Context: an optimization exercise on an open-source flow, tuned for small area, a short achievable clock period and few clock cycles per item. The choices shown serve that exercise and are no tape-out recipe. The RTL was checked by simulation tests, not by an equivalence proof against the original design.

## job 6550
// alu_seq
module alu_seq #(
  parameter int XLEN = 64
) (
  input  logic            clk_i,
  input  logic            rst_n_i,
  input  logic            req_valid_i,
  output logic            req_ready_o,
  input  logic [3:0]      op_i,
  input  logic [XLEN-1:0] a_i,
  input  logic [XLEN-1:0] b_i,
  input  logic            cin_i,
  output logic            rsp_valid_o,
  input  logic            rsp_ready_i,
  output logic [XLEN-1:0] result_o,
  output logic            cflag_o,
  output logic            vflag_o,
  output logic            zflag_o
);
  localparam int SHW = $clog2(XLEN);
  localparam logic [3:0] OP_ADD  = 4'd0;
  localparam logic [3:0] OP_SUB  = 4'd1;
  localparam logic [3:0] OP_AND  = 4'd2;
  localparam logic [3:0] OP_XOR  = 4'd3;
  localparam logic [3:0] OP_SLL  = 4'd4;
  localparam logic [3:0] OP_SRL  = 4'd5;
  localparam logic [3:0] OP_SRA  = 4'd6;
  localparam logic [3:0] OP_SLTU = 4'd7;
  localparam logic [3:0] OP_SLT  = 4'd8;
  localparam logic [3:0] OP_MULU = 4'd9;
  localparam logic [3:0] OP_DIVU = 4'd10;
  localparam logic [3:0] OP_REMU = 4'd11;
  localparam logic [1:0] PH_SINGLE = 2'd0;   
  localparam logic [1:0] PH_MSETUP = 2'd1;   
  localparam logic [1:0] PH_DSETUP = 2'd2;   
  localparam logic [1:0] PH_ITER   = 2'd3;   
  function automatic logic [SHW:0] lead1(input logic [XLEN-1:0] x);
    logic [XLEN-1:0]  nz [SHW+1];
    logic [SHW-1:0]   ix [SHW+1][XLEN];
    nz[0] = x;
    for (int j = 0; j < XLEN; j++) ix[0][j] = '0;
    for (int k = 1; k <= SHW; k++) begin
      nz[k] = '0;
  ...
make LEC_CHECK=0 CAP_MARGIN=20 CORE_MARGIN=2 CORE_UTILIZATION=40 PLACE_DENSITY=0.6 SETUP_SLACK_MARGIN=3 SLEW_MARGIN=20 finish   # period 8.0 ns
run.sh (not shown) runs the stock make flow with config.mk's settings and CLKGATE_MAP_FILE= SYNTH_SCRIPT=/design/flow/synth_recipe.tcl, a recipe that flattens the netlist after the stock synthesis.
Testbench counts of job 6550, summed over its fixed seeds: cycles 8,920, items 2,048.
Setup changes, job 6550 to job 5845
Settings: PLACE_DENSITY changed from 0.6 to 0.7; CORE_UTILIZATION changed from 40 to 60; SETUP_SLACK_MARGIN changed from 3 to 4.
Notes after the runs:
For job 5845, the flow was terminated by a tool error in global routing and produced no final design. Between job 6550 and job 5845, the simple logic cell fraction of the synthesized area does not differ in any meaningful way. Number of sinks handled by clock tree synthesis came out exactly the same in job 6550 and job 5845. In the flow results for job 6550 and job 5845, the number of core rows is larger on job 6550. Between job 5845 and job 6550, it is job 5845 whose placed instance count is lower, by 448. Post-cts repair resize count for job 5845 is higher than for job 6550. Of job 5845 and job 6550, it is job 5845 that has the lower instance area at placement. Job 6550 and job 5845 ended up with nearly the same mean instance size in the synthesized netlist. Async set-reset flop share out of synthesis: job 5845 vs job 6550, no meaningful difference. On global placer's final weighted congestion: between job 6550 and job 5845, it ends up lower for job 6550.
The inputs of job 6006 differ from those of job 5845 as listed below.
Settings: CORE_UTILIZATION: 60 -> 40; PLACE_DENSITY: 0.7 -> 0.6.
Findings:
Every stage of the flow completed for job 6006, and the final layout passed the timing, design-rule and antenna checks.
Job 6006 vs. job 5845: maximum clock insertion buffer count now sits at about the same level, instance area at placement now sits higher, synthesized area per cell now sits at about the same level.
Synthesized cell count: job 5845 vs job 6006, no meaningful difference


run A:
The RTL this note starts from:
==> flow/design.v <==
module alu_seq #(
  parameter int XLEN = 64
) (
  input  logic            clk_i,
  input  logic            rst_n_i,
  input  logic            req_valid_i,
  output logic            req_ready_o,
  input  logic [3:0]      op_i,
  input  logic [XLEN-1:0] a_i,
  input  logic [XLEN-1:0] b_i,
  input  logic            cin_i,
  output logic            rsp_valid_o,
  input  logic            rsp_ready_i,
  output logic [XLEN-1:0] result_o,
  output logic            cflag_o,
  output logic            vflag_o,
  output logic            zflag_o
);
  localparam int SHW = $clog2(XLEN);
  localparam logic [3:0] OP_ADD  = 4'd0;
  localparam logic [3:0] OP_SUB  = 4'd1;
  localparam logic [3:0] OP_AND  = 4'd2;
  localparam logic [3:0] OP_XOR  = 4'd3;
  localparam logic [3:0] OP_SLL  = 4'd4;
  localparam logic [3:0] OP_SRL  = 4'd5;
  localparam logic [3:0] OP_SRA  = 4'd6;
  localparam logic [3:0] OP_SLTU = 4'd7;
  localparam logic [3:0] OP_SLT  = 4'd8;
  localparam logic [3:0] OP_MULU = 4'd9;
  localparam logic [3:0] OP_DIVU = 4'd10;
  localparam logic [3:0] OP_REMU = 4'd11;
  localparam logic [1:0] PH_SINGLE = 2'd0;   
  localparam logic [1:0] PH_MSETUP = 2'd1;   
  localparam logic [1:0] PH_DSETUP = 2'd2;   
  localparam logic [1:0] PH_ITER   = 2'd3;   
  function automatic logic [SHW:0] nbits(input logic [XLEN-1:0] x);
    logic [XLEN-1:0]  nz [SHW+1];
    logic [SHW-1:0]   ix [SHW+1][XLEN];
    nz[0] = x;
    for (int j = 0; j < XLEN; j++) ix[0][j] = '0;
    for (int k = 1; k <= SHW; k++) begin
      nz[k] = '0;
      for (int j = 0; j < (XLEN >> k); j++) begin
        ix[k][j] = '0;
        nz[k][j] = nz[k-1][2*j+1] | nz[k-1][2*j];
        if (nz[k-1][2*j+1]) ix[k][j] = ix[k-1][2*j+1] | SHW'(1 << (k-1));
        else                ix[k][j] = ix[k-1][2*j];
      end
      for (int j = (XLEN >> k); j < XLEN; j++) ix[k][j] = '0;
    end
    nbits = nz[SHW][0] ? ({1'b0, ix[SHW][0]} + (SHW+1)'(1)) : '0;
  endfunction
  logic             ev;           
  logic [1:0]       ph;
  logic [SHW-1:0]   cnt;
  logic [XLEN-1:0]  x_q, y_q, p_q;
  logic [SHW:0]     na_q, nb_q;   
  logic             o_add, o_arith, o_and, o_xor, o_sll, o_srl, o_sra;
  logic             o_sltu, o_slt, o_mul, o_div, o_rem;
  logic             b_two, b_nz, b_neg, ci_q;
  logic             r0v, r1v;
  logic [XLEN-1:0]  r0_res, r1_res;
  logic             r0_c, r0_v, r1_c, r1_v;
  logic early;        
  logic e_last;       
  logic fire;         
  logic accept;
  logic take;
  assign early  = (nb_q == '0) || (na_q < nb_q);
  assign e_last = (ph == PH_SINGLE) ||
                  (ph == PH_ITER && cnt == '0) ||
                  (ph == PH_DSETUP && early);
  assign fire   = ev & e_last & ~r1v;
  assign req_ready_o = ~ev | (e_last & ~r1v);
  assign accept = req_valid_i & req_ready_o;
  assign take   = r0v & rsp_ready_i;
  logic [XLEN-1:0] bop;
  logic [XLEN:0]   sum_full;
  logic [XLEN-1:0] sum;
  logic            cout, ovf;
  assign bop      = ((b_two ? {y_q[XLEN-2:0], 1'b0} : y_q) & {XLEN{b_nz}}) ^ {XLEN{b_neg}};
  assign sum_full = {1'b0, x_q} + {1'b0, bop} + {{XLEN{1'b0}}, ci_q};
  assign sum      = sum_full[XLEN-1:0];
  assign cout     = sum_full[XLEN];
  assign ovf      = (x_q[XLEN-1] == bop[XLEN-1]) && (sum[XLEN-1] != x_q[XLEN-1]);
  logic            norm;
  logic [XLEN-1:0] sh_d;
  logic [SHW-1:0]  sh_s;
  logic            sh_left;
  logic [XLEN-1:0] sh_hi, sh_lo;
  logic [SHW-1:0]  sh_amt;
  logic [2*XLEN-1:0] sh_cat;
  logic [XLEN-1:0] sh_out;
  logic [SHW:0]    dalign;
  assign norm    = (ph == PH_DSETUP);
  assign dalign  = na_q - nb_q;
  assign sh_d    = norm ? y_q : x_q;
  assign sh_s    = norm ? dalign[SHW-1:0] : y_q[SHW-1:0];
  assign sh_left = norm | o_sll;
  assign sh_hi   = sh_left ? {1'b0, sh_d[XLEN-1:1]} : {XLEN{o_sra & sh_d[XLEN-1]}};
  assign sh_lo   = sh_left ? {sh_d[0], {(XLEN-1){1'b0}}} : sh_d;
  assign sh_amt  = sh_left ? ~sh_s : sh_s;
  assign sh_cat  = {sh_hi, sh_lo} >> sh_amt;
  assign sh_out  = sh_cat[XLEN-1:0];
  logic [XLEN-1:0] alu_res;
  logic            alu_c, alu_v;
  always_comb begin
    alu_res = '0;
    if (o_add)  alu_res = alu_res | sum;
    if (o_and)  alu_res = alu_res | (x_q & y_q);
    if (o_xor)  alu_res = alu_res | (x_q ^ y_q);
    if (o_sll | o_srl | o_sra) alu_res = alu_res | sh_out;
    if (o_sltu) alu_res = alu_res | {{(XLEN-1){1'b0}}, ~cout};
    if (o_slt)  alu_res = alu_res | {{(XLEN-1){1'b0}}, sum[XLEN-1] ^ ovf};
    alu_c = o_arith & cout;
    alu_v = o_arith & ovf;
  end
  logic            swap;
  logic [SHW:0]    nmin;
  logic [XLEN-1:0] mplier;
  logic [XLEN-1:0] x_nx, y_nx, p_nx;
  logic [1:0]      bd;        
  logic            bd_prev;
  assign swap   = na_q < nb_q;
  assign nmin   = swap ? na_q : nb_q;
  assign mplier = swap ? x_q : y_q;
  always_comb begin
    x_nx = x_q;
    y_nx = y_q;
    p_nx = p_q;
    bd      = 2'b00;
    bd_prev = 1'b0;
    case (ph)
      PH_MSETUP: begin
        x_nx = '0;
        y_nx = swap ? y_q : x_q;
        p_nx = mplier;
        bd      = mplier[1:0];
        bd_prev = 1'b0;
      end
      PH_DSETUP: begin
        y_nx = sh_out;
        p_nx = {XLEN{nb_q == '0}};
      end
      PH_ITER: begin
        if (o_mul) begin
          x_nx = sum;
          y_nx = {y_q[XLEN-3:0], 2'b00};
          p_nx = {2'b00, p_q[XLEN-1:2]};
          bd      = p_q[3:2];
          bd_prev = p_q[1];
        end else begin
          x_nx = cout ? sum : x_q;
          y_nx = {1'b0, y_q[XLEN-1:1]};
          p_nx = {p_q[XLEN-2:0], cout};
        end
      end
      default: ;
    endcase
  end
  logic [XLEN-1:0] e_res;
  logic            e_c, e_v;
  always_comb begin
    if (ph == PH_SINGLE) begin
      e_res = alu_res;
      e_c   = alu_c;
      e_v   = alu_v;
    end else begin
      e_res = o_div ? p_nx : x_nx;
      e_c   = 1'b0;
      e_v   = 1'b0;
    end
  end
  logic advance;    
  assign advance = ev & (~e_last | fire);
  always_ff @(posedge clk_i or negedge rst_n_i) begin
    if (!rst_n_i) begin
      ev <= 1'b0;
      ph <= PH_SINGLE;
    end else if (accept) begin
      ev <= 1'b1;
      ph <= (op_i == OP_MULU) ? PH_MSETUP :
            (op_i == OP_DIVU || op_i == OP_REMU) ? PH_DSETUP : PH_SINGLE;
    end else if (advance) begin
      if (e_last) ev <= 1'b0;
      else        ph <= PH_ITER;
    end
  end
  always_ff @(posedge clk_i) begin
    if (accept) begin
      x_q    <= a_i;
      y_q    <= b_i;
      na_q   <= nbits(a_i);
      nb_q   <= nbits(b_i);
      o_add   <= (op_i == OP_ADD) || (op_i == OP_SUB);
      o_arith <= (op_i == OP_ADD) || (op_i == OP_SUB) || (op_i == OP_SLTU) || (op_i == OP_SLT);
      o_and   <= (op_i == OP_AND);
      o_xor   <= (op_i == OP_XOR);
      o_sll   <= (op_i == OP_SLL);
      o_srl   <= (op_i == OP_SRL);
      o_sra   <= (op_i == OP_SRA);
      o_sltu  <= (op_i == OP_SLTU);
      o_slt   <= (op_i == OP_SLT);
      o_mul   <= (op_i == OP_MULU);
      o_div   <= (op_i == OP_DIVU);
      o_rem   <= (op_i == OP_REMU);
      b_two  <= 1'b0;
      b_nz   <= 1'b1;
      b_neg  <= (op_i != OP_ADD);
      ci_q   <= (op_i == OP_ADD) ? cin_i : 1'b1;
    end else if (advance && !e_last) begin
      x_q <= x_nx;
      y_q <= y_nx;
      p_q <= p_nx;
      if (o_mul) begin
        b_two <= (bd == 2'b01 && bd_prev) || (bd == 2'b10 && !bd_prev);
        b_nz  <= !((bd == 2'b11 && bd_prev) || (bd == 2'b00 && !bd_prev));
        b_neg <= bd[1] && !(bd[0] && bd_prev);
        ci_q  <= bd[1] && !(bd[0] && bd_prev);
      end
      if (ph == PH_MSETUP)      cnt <= SHW'(nmin >> 1);
      else if (ph == PH_DSETUP) cnt <= dalign[SHW-1:0];
      else                      cnt <= cnt - SHW'(1);
    end
  end
  always_ff @(posedge clk_i or negedge rst_n_i) begin
    if (!rst_n_i) begin
      r0v <= 1'b0;
      r1v <= 1'b0;
    end else begin
      if (!r0v || take) begin
        r0v <= r1v | fire;
        r1v <= 1'b0;
      end else if (fire) begin
        r1v <= 1'b1;
      end
    end
  end
  always_ff @(posedge clk_i) begin
    if (!r0v || take) begin
      r0_res <= r1v ? r1_res : e_res;
      r0_c   <= r1v ? r1_c   : e_c;
      r0_v   <= r1v ? r1_v   : e_v;
    end
    if (r0v && !take && fire) begin
      r1_res <= e_res;
      r1_c   <= e_c;
      r1_v   <= e_v;
    end
  end
  assign rsp_valid_o = r0v;
  assign result_o    = r0_res;
  assign cflag_o     = r0_c;
  assign vflag_o     = r0_v;
  assign zflag_o     = (r0_res == '0);
endmodule
clock: 8.0 ns
lec_check: 0
cap_margin: 20
core_margin: 2
core_utilization: 40
place_density: 0.6
setup_slack_margin: 4
slew_margin: 20
Run A: done, clean on timing, DRC and antenna
Testbench counts of run A, summed over its fixed seeds: cycles 8,920, items 2,048.
For run B, these inputs were changed with respect to run A:
# run A
export LEC_CHECK = 0
export CAP_MARGIN = 20
export CORE_MARGIN = 2
export CORE_UTILIZATION = 40
export PLACE_DENSITY = 0.6
export SETUP_SLACK_MARGIN = 4
export SLEW_MARGIN = 20
create_clock -name core_clock -period 8.0 [get_ports {clk_i}]
# run B
export LEC_CHECK = 0
export CAP_MARGIN = 20
export CORE_MARGIN = 2
export CORE_UTILIZATION = 40
export PLACE_DENSITY = 0.6
export SLEW_MARGIN = 20
create_clock -name core_clock -period 8.0 [get_ports {clk_i}]
[summary]
- Run B: synthesis-to-layout area growth lower than run A
- Of run A and run B, run B shows the lower via count, with run A above it.
- Critical path depth in run B is 7 below run A.
- Re met2 usage: run A was higher than run B.
- Diff run A -> run B: wire length saw a decrease, floorplan core area saw little to no change, worst hold slack saw little to no change.
- Clock-buffer cell count: run B vs run A up 1

## what the ideal ports hide
Ports are ideal in the flow. The routed layouts listed here were re-timed in OpenROAD.
Step 1 sets driving cells, clkbuf_16 on the clock port and buf_2 on the other inputs (assumed; they add their load-dependent delay and slew).
Step 2 also shifts input and output timing later by t, the mid clock arrival at the registers, as if the neighbouring blocks saw the same clock.
a / b / c = ideal / step 1 / step 2; a / b = the first two.
run	t, ns	slack for setup (ns)	worst setup path at the end
job 6550	0.734	2.796 / 2.796 / 2.379	input to register
job 6006	0.686	3.711 / 3.760 / 3.074	input to register
run A	0.760	3.261 / 3.261 / 3.261	register to register
run B	0.746	1.575 / 1.575 / 1.575	register to register
After both steps setup and hold are still met in every run listed. The setup slack of job 6006, which loses most, moves by +0.049 ns with the drivers and by -0.637 ns with both steps.
